This design comes from an exercise in tuning for small area, a short achievable clock period and few clock cycles per item on the open sky130 flow, not from production work.
Only simulation tests tie the RTL to the original design; equivalence was not proved.
Power is estimated from default activity; no workload was simulated.

[flow/config.mk]
export PLATFORM = sky130hd
export DESIGN_NAME = constrained_multi_queue_dispatcher_top
export DESIGN_NICKNAME = constrained_multi_queue_dispatcher_top
export VERILOG_FILES = /design/flow/design.v
export SDC_FILE = /design/flow/constraint.sdc
export NUM_CORES = 4
export LEC_CHECK = 0
export CAP_MARGIN = 20
export CORE_MARGIN = 2
export CORE_UTILIZATION = 40
export SLEW_MARGIN = 20
[flow/constraint.sdc]
create_clock -name core_clock -period 6.0 [get_ports {clock}]
set_input_delay 1.2000 -clock core_clock [delete_from_list [all_inputs] [get_ports {clock}]]
set_output_delay 1.2000 -clock core_clock [all_outputs]
set_load 0.01 [all_outputs]
[flow/design.v]
package cmqd_pkg;
   typedef enum logic [1:0] {
      MODE_SUBMIT   = 2'd0,
      MODE_FETCH    = 2'd1,
      MODE_COMPLETE = 2'd2
   } mode_type;
   typedef enum logic [2:0] {
      ST_ADDED      = 3'd0,
      ST_DROPPED    = 3'd1,
      ST_DISPATCHED = 3'd2,
      ST_NOTHING    = 3'd3,
      ST_COMPLETED  = 3'd4,
      ST_CERROR     = 3'd5
   } status_type;
   typedef enum logic [1:0] {
      DM_CLEAN = 2'd0,
      DM_DIRTY = 2'd1,
      DM_ANY   = 2'd2,
      DM_FREE  = 2'd3
   } dirty_mode_type;
   localparam int CSR_QUEUES_IN_USE         = 0;
   localparam int CSR_QUEUE_SETTINGS_FIRST  = 1;
   localparam int CSR_QUEUE_SETTINGS_COUNT  = 4;
   localparam int CSR_INDEX_W = 3;
   localparam int SETTINGS_W  = 20;
   localparam int QIU_W       = 3;
   localparam int TAG_W       = 16;
   localparam int ZOOM_W      = 5;
   localparam int QIDX_W      = 2;
   localparam int ACTIVE_W    = 8;
   localparam logic [QIU_W-1:0]      QUEUES_IN_USE_RESET = 3'd1;
   localparam logic [SETTINGS_W-1:0] SETTINGS_RESET      = 20'd19424;
   localparam int MINZ_LSB  = 0;
   localparam int MAXZ_LSB  = 5;
   localparam int DMODE_LSB = 10;
   localparam int LIMIT_LSB = 12;
   typedef struct packed {
      mode_type            mode;
      logic [TAG_W-1:0]    request_tag;
      logic [ZOOM_W-1:0]   zoom;
      logic                is_dirty_request;
      logic [QIDX_W-1:0]   queue_index;
   } item_type;
   typedef struct packed {
      status_type          status;
      logic [QIDX_W-1:0]   chosen_queue;
      logic                dispatched;
   } decision_type;
endpackage
module cmqd_ram #(
   parameter int WIDTH = 16,
   parameter int DEPTH = 128
) (
   input  logic                     clock,
   input  logic                     we,
   input  logic [$clog2(DEPTH)-1:0] waddr,
   input  logic [WIDTH-1:0]         wdata,
   input  logic [$clog2(DEPTH)-1:0] raddr,
   output logic [WIDTH-1:0]         rdata
);
   logic [WIDTH-1:0] mem_ff [DEPTH];
   logic [WIDTH-1:0] rdata_ff;
   always_ff @(posedge clock) begin
      if (we) begin
         mem_ff[waddr] <= wdata;
      end
      rdata_ff <= mem_ff[raddr];
   end
   assign rdata = rdata_ff;
endmodule
module cmqd_fifo #(
   parameter int WIDTH = 21,
   parameter int DEPTH = 4
) (
   input  logic                       clock,
   input  logic                       reset,
   input  logic                       push,
   input  logic [WIDTH-1:0]           push_data,
   input  logic                       pop,
   output logic                       head_valid,
   output logic [WIDTH-1:0]           head_data,
   output logic [$clog2(DEPTH+1)-1:0] count
);
   localparam int PW = $clog2(DEPTH);
   localparam int CW = $clog2(DEPTH+1);
   logic [WIDTH-1:0] data_ff [DEPTH];
   logic [PW-1:0]    wr_ptr_ff, wr_ptr_in;
   logic [PW-1:0]    rd_ptr_ff, rd_ptr_in;
   logic [CW-1:0]    count_ff, count_in;
   logic             do_pop;
   assign do_pop = pop && (count_ff != '0);
   always_comb begin
      wr_ptr_in = wr_ptr_ff;
      rd_ptr_in = rd_ptr_ff;
      count_in  = count_ff;
      if (push) begin
         wr_ptr_in = (wr_ptr_ff == PW'(DEPTH-1)) ? '0 : wr_ptr_ff + 1'b1;
      end
      if (do_pop) begin
         rd_ptr_in = (rd_ptr_ff == PW'(DEPTH-1)) ? '0 : rd_ptr_ff + 1'b1;
      end
      if (push && !do_pop) begin
         count_in = count_ff + 1'b1;
      end else if (!push && do_pop) begin
         count_in = count_ff - 1'b1;
      end
   end
   always_ff @(posedge clock) begin
      if (reset) begin
         wr_ptr_ff <= '0;
         rd_ptr_ff <= '0;
         count_ff  <= '0;
      end else begin
         wr_ptr_ff <= wr_ptr_in;
         rd_ptr_ff <= rd_ptr_in;
         count_ff  <= count_in;
      end
   end
   always_ff @(posedge clock) begin
      if (push) begin
         data_ff[wr_ptr_ff] <= push_data;
      end
   end
   assign head_valid = (count_ff != '0);
   assign head_data  = data_ff[rd_ptr_ff];
   assign count      = count_ff;
endmodule
module cmqd_sched #(
   parameter int NUM_QUEUES  = 4,
   parameter int QUEUE_DEPTH = 32,
   parameter int TAG_BITS    = 16,
   localparam int QW = (NUM_QUEUES > 1) ? $clog2(NUM_QUEUES) : 1,
   localparam int IDX_W = $clog2(QUEUE_DEPTH),
   localparam int AW = QW + IDX_W
) (
   input  logic                                   clock,
   input  logic                                   reset,
   input  logic                                   csr_write,
   input  logic [cmqd_pkg::CSR_INDEX_W-1:0]       csr_index,
   input  logic [cmqd_pkg::SETTINGS_W-1:0]        csr_data,
   input  logic                                   item_valid,
   input  cmqd_pkg::item_type                     item,
   output cmqd_pkg::decision_type                 decision,
   output logic                                   mem_we,
   output logic [AW-1:0]                          mem_waddr,
   output logic [TAG_BITS-1:0]                    mem_wdata,
   output logic [AW-1:0]                          mem_raddr
);
   localparam int CW = $clog2(QUEUE_DEPTH+1);
   logic [cmqd_pkg::QIU_W-1:0]      queues_in_use_ff;
   logic [cmqd_pkg::SETTINGS_W-1:0] settings_ff [NUM_QUEUES];
   logic [CW-1:0]                   pending_ff [NUM_QUEUES];
   logic [CW-1:0]                   pending_in [NUM_QUEUES];
   logic [cmqd_pkg::ACTIVE_W-1:0]   active_ff [NUM_QUEUES];
   logic [cmqd_pkg::ACTIVE_W-1:0]   active_in [NUM_QUEUES];
   logic [3:0]            n_enabled;
   logic [NUM_QUEUES-1:0] can_take;
   logic [NUM_QUEUES-1:0] can_serve;
   logic                  sub_hit, fet_hit, cpl_ok;
   logic [QW-1:0]         sub_q, fet_q, cpl_q;
   logic [CW-1:0]         top_idx;
   logic [31:0]           tag_wide;
   function automatic logic zoom_dirty_match(
      input logic [cmqd_pkg::SETTINGS_W-1:0] s,
      input logic [cmqd_pkg::ZOOM_W-1:0]     zoom,
      input logic                            dirty
   );
      logic [cmqd_pkg::ZOOM_W-1:0] minz;
      logic [cmqd_pkg::ZOOM_W-1:0] maxz;
      cmqd_pkg::dirty_mode_type    dm;
      logic                        ok;
      minz = s[cmqd_pkg::MINZ_LSB +: cmqd_pkg::ZOOM_W];
      maxz = s[cmqd_pkg::MAXZ_LSB +: cmqd_pkg::ZOOM_W];
      dm   = cmqd_pkg::dirty_mode_type'(s[cmqd_pkg::DMODE_LSB +: 2]);
      ok   = (zoom >= minz) && (zoom <= maxz);
      case (dm)
         cmqd_pkg::DM_CLEAN: ok = ok && !dirty;
         cmqd_pkg::DM_DIRTY: ok = ok && dirty;
         cmqd_pkg::DM_ANY:   ok = ok;
         cmqd_pkg::DM_FREE:  ok = 1'b1;
         default:            ok = 1'b0;
      endcase
      zoom_dirty_match = ok;
   endfunction
   assign n_enabled = (4'(queues_in_use_ff) > 4'(NUM_QUEUES)) ? 4'(NUM_QUEUES)
                                                              : 4'(queues_in_use_ff);
   always_comb begin
      for (int q = 0; q < NUM_QUEUES; q++) begin
         can_take[q]  = (4'(q) < n_enabled)
                     && (pending_ff[q] != CW'(QUEUE_DEPTH))
                     && zoom_dirty_match(settings_ff[q], item.zoom, item.is_dirty_request);
         can_serve[q] = (4'(q) < n_enabled)
                     && (pending_ff[q] != '0)
                     && (active_ff[q] <
                         settings_ff[q][cmqd_pkg::LIMIT_LSB +: cmqd_pkg::ACTIVE_W]);
      end
   end
   always_comb begin
      sub_hit = 1'b0;
      sub_q   = '0;
      fet_hit = 1'b0;
      fet_q   = '0;
      for (int q = NUM_QUEUES - 1; q >= 0; q--) begin
         if (can_take[q]) begin
            sub_hit = 1'b1;
            sub_q   = QW'(q);
         end
         if (can_serve[q]) begin
            fet_hit = 1'b1;
            fet_q   = QW'(q);
         end
      end
   end
   assign cpl_q    = QW'(item.queue_index);
   assign cpl_ok   = (int'(item.queue_index) < NUM_QUEUES) && (active_ff[cpl_q] != '0);
   assign top_idx  = pending_ff[fet_q] - 1'b1;
   assign tag_wide = 32'(item.request_tag);
   always_comb begin
      for (int q = 0; q < NUM_QUEUES; q++) begin
         pending_in[q] = pending_ff[q];
         active_in[q]  = active_ff[q];
      end
      mem_we     = 1'b0;
      mem_waddr  = {sub_q, pending_ff[sub_q][IDX_W-1:0]};
      mem_wdata  = tag_wide[TAG_BITS-1:0];
      mem_raddr  = {fet_q, top_idx[IDX_W-1:0]};
      decision.status       = cmqd_pkg::ST_NOTHING;
      decision.chosen_queue = '0;
      decision.dispatched   = 1'b0;
      case (item.mode)
         cmqd_pkg::MODE_SUBMIT: begin
            if (sub_hit) begin
               decision.status       = cmqd_pkg::ST_ADDED;
               decision.chosen_queue = 2'(sub_q);
               mem_we                = item_valid;
               pending_in[sub_q]     = pending_ff[sub_q] + 1'b1;
            end else begin
               decision.status = cmqd_pkg::ST_DROPPED;
            end
         end
         cmqd_pkg::MODE_FETCH: begin
            if (fet_hit) begin
               decision.status       = cmqd_pkg::ST_DISPATCHED;
               decision.chosen_queue = 2'(fet_q);
               decision.dispatched   = 1'b1;
               pending_in[fet_q]     = top_idx;
               active_in[fet_q]      = active_ff[fet_q] + 1'b1;
            end
         end
         cmqd_pkg::MODE_COMPLETE: begin
            decision.chosen_queue = item.queue_index;
            if (cpl_ok) begin
               decision.status  = cmqd_pkg::ST_COMPLETED;
               active_in[cpl_q] = active_ff[cpl_q] - 1'b1;
            end else begin
               decision.status = cmqd_pkg::ST_CERROR;
            end
         end
         default: begin
            decision.status = cmqd_pkg::ST_NOTHING;
         end
      endcase
   end
   always_ff @(posedge clock) begin
      if (reset) begin
         queues_in_use_ff <= cmqd_pkg::QUEUES_IN_USE_RESET;
         for (int q = 0; q < NUM_QUEUES; q++) begin
            settings_ff[q] <= cmqd_pkg::SETTINGS_RESET;
            pending_ff[q]  <= '0;
            active_ff[q]   <= '0;
         end
      end else begin
         if (csr_write &&
             csr_index == cmqd_pkg::CSR_INDEX_W'(cmqd_pkg::CSR_QUEUES_IN_USE)) begin
            queues_in_use_ff <= csr_data[cmqd_pkg::QIU_W-1:0];
         end
         for (int q = 0; q < NUM_QUEUES; q++) begin
            if (csr_write && q < cmqd_pkg::CSR_QUEUE_SETTINGS_COUNT &&
                csr_index ==
                   cmqd_pkg::CSR_INDEX_W'(cmqd_pkg::CSR_QUEUE_SETTINGS_FIRST + q)) begin
               settings_ff[q] <= csr_data;
            end
         end
         if (item_valid) begin
            for (int q = 0; q < NUM_QUEUES; q++) begin
               pending_ff[q] <= pending_in[q];
               active_ff[q]  <= active_in[q];
            end
         end
      end
   end
endmodule
module constrained_multi_queue_dispatcher_top #(
   parameter int NUM_QUEUES  = 4,
   parameter int QUEUE_DEPTH = 32,
   parameter int TAG_BITS    = 16
) (
   input  logic        clock,
   input  logic        reset,
   input  logic        req_tvalid,
   output logic        req_tready,
   input  logic [23:0] req_tdata,   
   input  logic [2:0]  req_tuser,   
   output logic        rsp_tvalid,
   input  logic        rsp_tready,
   output logic [23:0] rsp_tdata,   
   output logic [2:0]  rsp_tuser,   
   input  logic        csr_valid,
   output logic        csr_ready,
   input  logic [2:0]  csr_index,
   input  logic [19:0] csr_data
);
   localparam int QW        = (NUM_QUEUES > 1) ? $clog2(NUM_QUEUES) : 1;
   localparam int IDX_W     = $clog2(QUEUE_DEPTH);
   localparam int AW        = QW + IDX_W;
   localparam int OUT_DEPTH = 4;
   localparam int OUT_CW    = $clog2(OUT_DEPTH+1);
   localparam int RES_W     = 3 + cmqd_pkg::QIDX_W + cmqd_pkg::TAG_W;
   logic                   req_accept;
   logic                   s1_valid_ff;
   cmqd_pkg::item_type     s1_item_ff, s1_item_in;
   logic                   s2_valid_ff;
   cmqd_pkg::decision_type s2_dec_ff, s1_dec;
   logic                   mem_we;
   logic [AW-1:0]          mem_waddr, mem_raddr;
   logic [TAG_BITS-1:0]    mem_wdata, mem_rdata;
   logic [31:0]            rd_wide;
   logic [15:0]            result_tag;
   logic [RES_W-1:0]       push_data, head_data;
   logic [OUT_CW-1:0]      out_count;
   logic [OUT_CW:0]        in_flight;
   assign in_flight  = {1'b0, out_count} + (OUT_CW+1)'(s1_valid_ff)
                                         + (OUT_CW+1)'(s2_valid_ff);
   assign req_tready = (in_flight < (OUT_CW+1)'(OUT_DEPTH));
   assign req_accept = req_tvalid && req_tready;
   assign csr_ready  = 1'b1;
   always_comb begin
      s1_item_in.mode             = cmqd_pkg::mode_type'(req_tuser[1:0]);
      s1_item_in.is_dirty_request = req_tuser[2];
      s1_item_in.request_tag      = req_tdata[15:0];
      s1_item_in.zoom             = req_tdata[20:16];
      s1_item_in.queue_index      = req_tdata[22:21];
   end
   always_ff @(posedge clock) begin
      if (reset) begin
         s1_valid_ff <= 1'b0;
         s2_valid_ff <= 1'b0;
      end else begin
         s1_valid_ff <= req_accept;
         s2_valid_ff <= s1_valid_ff;
      end
   end
   always_ff @(posedge clock) begin
      if (req_accept) begin
         s1_item_ff <= s1_item_in;
      end
      s2_dec_ff <= s1_dec;
   end
   cmqd_sched #(
      .NUM_QUEUES  (NUM_QUEUES),
      .QUEUE_DEPTH (QUEUE_DEPTH),
      .TAG_BITS    (TAG_BITS)
   ) u_sched (
      .clock      (clock),
      .reset      (reset),
      .csr_write  (csr_valid && csr_ready),
      .csr_index  (csr_index),
      .csr_data   (csr_data),
      .item_valid (s1_valid_ff),
      .item       (s1_item_ff),
      .decision   (s1_dec),
      .mem_we     (mem_we),
      .mem_waddr  (mem_waddr),
      .mem_wdata  (mem_wdata),
      .mem_raddr  (mem_raddr)
   );
   cmqd_ram #(
      .WIDTH (TAG_BITS),
      .DEPTH (2**AW)
   ) u_tag_ram (
      .clock (clock),
      .we    (mem_we),
      .waddr (mem_waddr),
      .wdata (mem_wdata),
      .raddr (mem_raddr),
      .rdata (mem_rdata)
   );
   assign rd_wide    = 32'(mem_rdata);
   assign result_tag = s2_dec_ff.dispatched ? rd_wide[15:0] : 16'd0;
   assign push_data  = {s2_dec_ff.status, s2_dec_ff.chosen_queue, result_tag};
   cmqd_fifo #(
      .WIDTH (RES_W),
      .DEPTH (OUT_DEPTH)
   ) u_out_fifo (
      .clock      (clock),
      .reset      (reset),
      .push       (s2_valid_ff),
      .push_data  (push_data),
      .pop        (rsp_tready),
      .head_valid (rsp_tvalid),
      .head_data  (head_data),
      .count      (out_count)
   );
   assign rsp_tuser = head_data[RES_W-1 -: 3];
   assign rsp_tdata = {6'd0, head_data[15:0], head_data[17:16]};
endmodule
[flow/run.sh]
#!/bin/bash
# synth_recipe.tcl (not shown) runs the flow's synth.tcl, then flattens the netlist and writes it again
# the make line also repeats each setting of config.mk as NAME=value (left out here)
make -C /OpenROAD-flow-scripts/flow DESIGN_CONFIG=/design/flow/config.mk WORK_HOME=/design/flow/orfs CLKGATE_MAP_FILE= SYNTH_SCRIPT=/design/flow/synth_recipe.tcl finish
==> impl_metrics.env <==
export IMPL_outcome="timing/DRC/antenna clean"
export IMPL_grt_pass1_wl_um=355000
export IMPL_crit_fanout=9
export IMPL_worstRegToRegCells=19
export IMPL_hold_path_class="register to register"
export IMPL_rr_startpoint="u_sched.settings_ff[3][14]"
export IMPL_leakagePower_nw=34.5
export IMPL_finalCoreUtilization=0.465
export IMPL_max_stage_delay_ns=0.63
export IMPL_worst_slack_ns=0.143
export IMPL_wl_per_cell_um=28.8
export IMPL_std_cell_rows=176
export IMPL_layout_drive_gt1_share=0.232
export IMPL_critical_path_class="register to register"
export IMPL_crit_family="simple AND/OR/NAND/NOR gates"
export IMPL_antenna_found_initial=14
export IMPL_finalSetupViolations=0
export IMPL_grt_max_degree=92
export IMPL_avgSynthCellArea_um2=18.7
export IMPL_port_buffer_count=76
export IMPL_ys_warnings_count=9
export IMPL_grt_pass1_vias=48808
export IMPL_clk_pin_slew_ns=0.06
export IMPL_area_growth_pct=15.8
export IMPL_crit_cells=19
export IMPL_yosysTopAreaCell="edfxtp_1"
export IMPL_cts_made_buffers=234
export IMPL_slowest_stage="a21oi_1"
export IMPL_yosysUniqueCellTypes=80
export IMPL_cap_violations=0
export IMPL_syn_inst=4948
export IMPL_ys_flop_type="edfxtp_1"
export IMPL_syn_area_mm2=0.0923
export IMPL_drt_total_wl_um=249000
export IMPL_worst_slew_pin_slew_ns=1.14
export IMPL_async_flop_share=0
export IMPL_crit_start="u_sched.settings_ff[3][14]"
export IMPL_worst_setup_path_start_kind="register"
export IMPL_fill_cells=19291
export IMPL_fp_dieH_um=484
export IMPL_cts_root_buf="clkbuf_16"
export IMPL_synth_edf_count=2158
export IMPL_hold_violations=0
export IMPL_critical_path_required_ns=6.82
export IMPL_final_cell_mix="2158 x edfxtp_1, 550 x mux4_2, 517 x nand2_1"
export IMPL_rsz0062_at_grt="no"
export IMPL_io_pins=85
export IMPL_min_from="u_sched.settings_ff[1][12]"
export IMPL_htree_levels=4
export IMPL_grt_overflow=0
export IMPL_core_area_mm2=0.230
export IMPL_power_density_mw_per_mm2=374
export IMPL_path_buf_inv=4
export IMPL_crit_chain="inv_1, ha_1, a211oi_1, o21ai_0, and2_1, or4_1, a221o_1, nand2_1, ha_4, inv_1, or3_1, o32ai_1, buf_4, xor2_4, buf_4, nand3_1, a21oi_1, nor4_2, nand4_1"
export IMPL_power_total_mw=40.0
export IMPL_start_util=0.402
export IMPL_tns_ns=0
export IMPL_synth_area_leaders="edfxtp_1 70%, mux4_2 13%, dfxtp_1 3.7%, nand2_1 2.1%, mux2i_1 1.3%"
export IMPL_ys_ff_latch=2330
export IMPL_relSlewSlack=0.240
export IMPL_route_detailed_drc=0
export IMPL_seqCellArea_mm2=0.0682
export IMPL_cts_sinks=2330
export IMPL_dr_first_iter_drc_count=6529
export IMPL_gp_congestion=0.887
export IMPL_ir_worst_vdd_mv=0.331
export IMPL_nNetsFinal=5535
export IMPL_design_area_mm2=0.107
export IMPL_die_area_mm2=0.235
export IMPL_cp_arrival_ns=6.68
export IMPL_dpl_worst_slack_ns=0.137
export IMPL_clockBufferDepth=3
export IMPL_drv_slew=0
export IMPL_grt_usage=0.209
export IMPL_fin_crit_sh=0.976
export IMPL_viasPerCell=5.74
export IMPL_worstSetupEndpointType="register"
export IMPL_drt_pass1_iterations=6
export IMPL_multi_input_area_mm2=0.0226
export IMPL_place_area_mm2=0.0993
export IMPL_period_minus_slack_ns=5.86
export IMPL_ys_seq_area_frac=0.739
export IMPL_timing_fmax_mhz=171
export IMPL_hold_depth=2
export IMPL_cts_tree="yes"
export IMPL_dp_hpwl_um=156000
export IMPL_final_common_cell="edfxtp_1"
export IMPL_ant_nets=0
export IMPL_dieWidth_um=484
export IMPL_fin_skew_ns=0.0309
export IMPL_via_count=49556
export IMPL_synth_top_area_frac=0.702
export IMPL_clock_latency_ns=0.89
export IMPL_cts_hold_buf=0
## tightest hold or removal path: cells and delay by family (launching register included)
kind	cells	cell delay (ns)
flip-flops	1	0.30
AO/OA/AOI/OAI	1	0.05
AND/OR/NAND/NOR	1	0.05
## sequential cells by signal (all words and copies together), names as in the netlist, named ones only
name,cells
s1_item_ff,26
s1_valid_ff,1
s2_dec_ff,6
s2_valid_ff,1
u_out_fifo.count_ff,3
u_out_fifo.data_ff,84
u_out_fifo.rd_ptr_ff,2
u_out_fifo.wr_ptr_ff,2
u_sched.active_ff,32
u_sched.pending_ff,24
u_sched.queues_in_use_ff,3
u_sched.settings_ff,80
u_tag_ram.mem_ff,2048
u_tag_ram.rdata_ff,16
## routing by layer
metal  part of all wire  global-route usage  routed length, um  vias up
li1                   -                   -                  -    20782
met1               0.42               0.300             105000    26331
met2               0.47               0.323             116000     2094
met3              0.086              0.0432              21400      343
met4              0.026              0.0599               6500        6
met5            0.00017                   0                 42        -
## area by class of cell
cell class / count / share of cell area
sequential: 2330 / 0.638
multi-input combinational: 2283 / 0.211
clock buffer: 296 / 0.0578
timing repair buffer: 469 / 0.0412
tap: 3026 / 0.0354
clock inverter: 141 / 0.0128
inverter: 82 / 0.00290
antenna: 9 / 0.000211
## where the power goes
| part | internal (mW) | total [mW] | switching (mW) |
|---|---|---|---|
| clock network | 8.29 | 14.5 | 6.17 |
| registers | 18.4 | 18.7 | 0.261 |
| logic | 2.44 | 6.83 | 4.39 |
## kinds of logic (layout without fill, tap and decap cells)
| logic type | count (synthesis) | count (layout) | share of synthesized area |
|---|---|---|---|
| XOR/XNOR | 25 | 25 | 0.00253 |
| buffers and inverters | 340 | 988 | 0.0176 |
| AND/OR/NAND/NOR | 1104 | 1104 | 0.0528 |
| multiplexers | 675 | 675 | 0.148 |
| adder cells (fa/ha/maj) | 80 | 80 | 0.0109 |
| other | 2 | 16 | 0.0000814 |
| AO/OA/AOI/OAI | 392 | 392 | 0.0286 |
| flip-flops | 2330 | 2330 | 0.739 |
## metrics by stage
stage | instances | hold WS, ns
after floorplan | 4953 | 0.432
after global placement | 8187 | 0.440
after detailed placement | 8187 | 0.445
after CTS | 8624 | 0.453
after global routing | 8631 | 0.475
final | 8636 | 0.452
## repair_timing
item | in CTS | in global routing
setup endpoints to repair | 0 | 10
resized for setup | 0 | 3
buffers inserted | 0 | 1
## path summary, 6_finish.rpt
path                                end  slack (ns)
max              u_tag_ram.rdata_ff[15]        0.14
min          u_sched.settings_ff[1][12]        0.45
max reg2reg      u_tag_ram.rdata_ff[15]        0.14
min reg2reg  u_sched.settings_ff[1][12]        0.45
## synthesized netlist by cell type, types with 11 or more instances
cell type and number:
ha_1 79, nand2_1 518, dfxtp_1 172, a21oi_1 122
nor2_1 252, buf_6 12, xor2_1 14, a211o_1 13
clkbuf_1 140, o31ai_1 11, a221oi_1 13, and2_1 32
a31oi_1 35, buf_4 59, nor2b_1 14, buf_2 25
a21o_1 14, and3_1 41, o22ai_1 20, a211oi_1 30
mux4_2 550, nand3b_1 27, inv_1 81, mux2i_1 119
buf_1 22, o21ai_0 33, nor3_1 23, a22oi_1 17
edfxtp_1 2158, nand4_1 18, nand3_1 123
Testbench counts, summed over its fixed seeds: cycles 22,217, items 20,000.

-- what the ideal ports hide --
The results above use ideal ports. As a check the final layout listed here was re-extracted and re-timed, cells and wires unchanged.
Step 1 sets driving cells, clkbuf_16 on the clock port and buf_2 on the other inputs (assumed; they add their load-dependent delay and slew).
Step 2 also shifts input and output timing later by t, the mid clock arrival at the registers, as if the neighbouring blocks saw the same clock.
Slacks: no drivers / after step 1 / after step 2; pairs: no drivers / after step 1.
t (ns): 0.962
setup slack, ns: 0.143 / 0.143 / 0.143
hold WS [ns]: 0.452 / 0.452 / 0.452
After both steps this run still meets setup and hold. For this run, drivers alone change the setup slack by 0.000 ns; drivers and shift together by 0.000 ns.
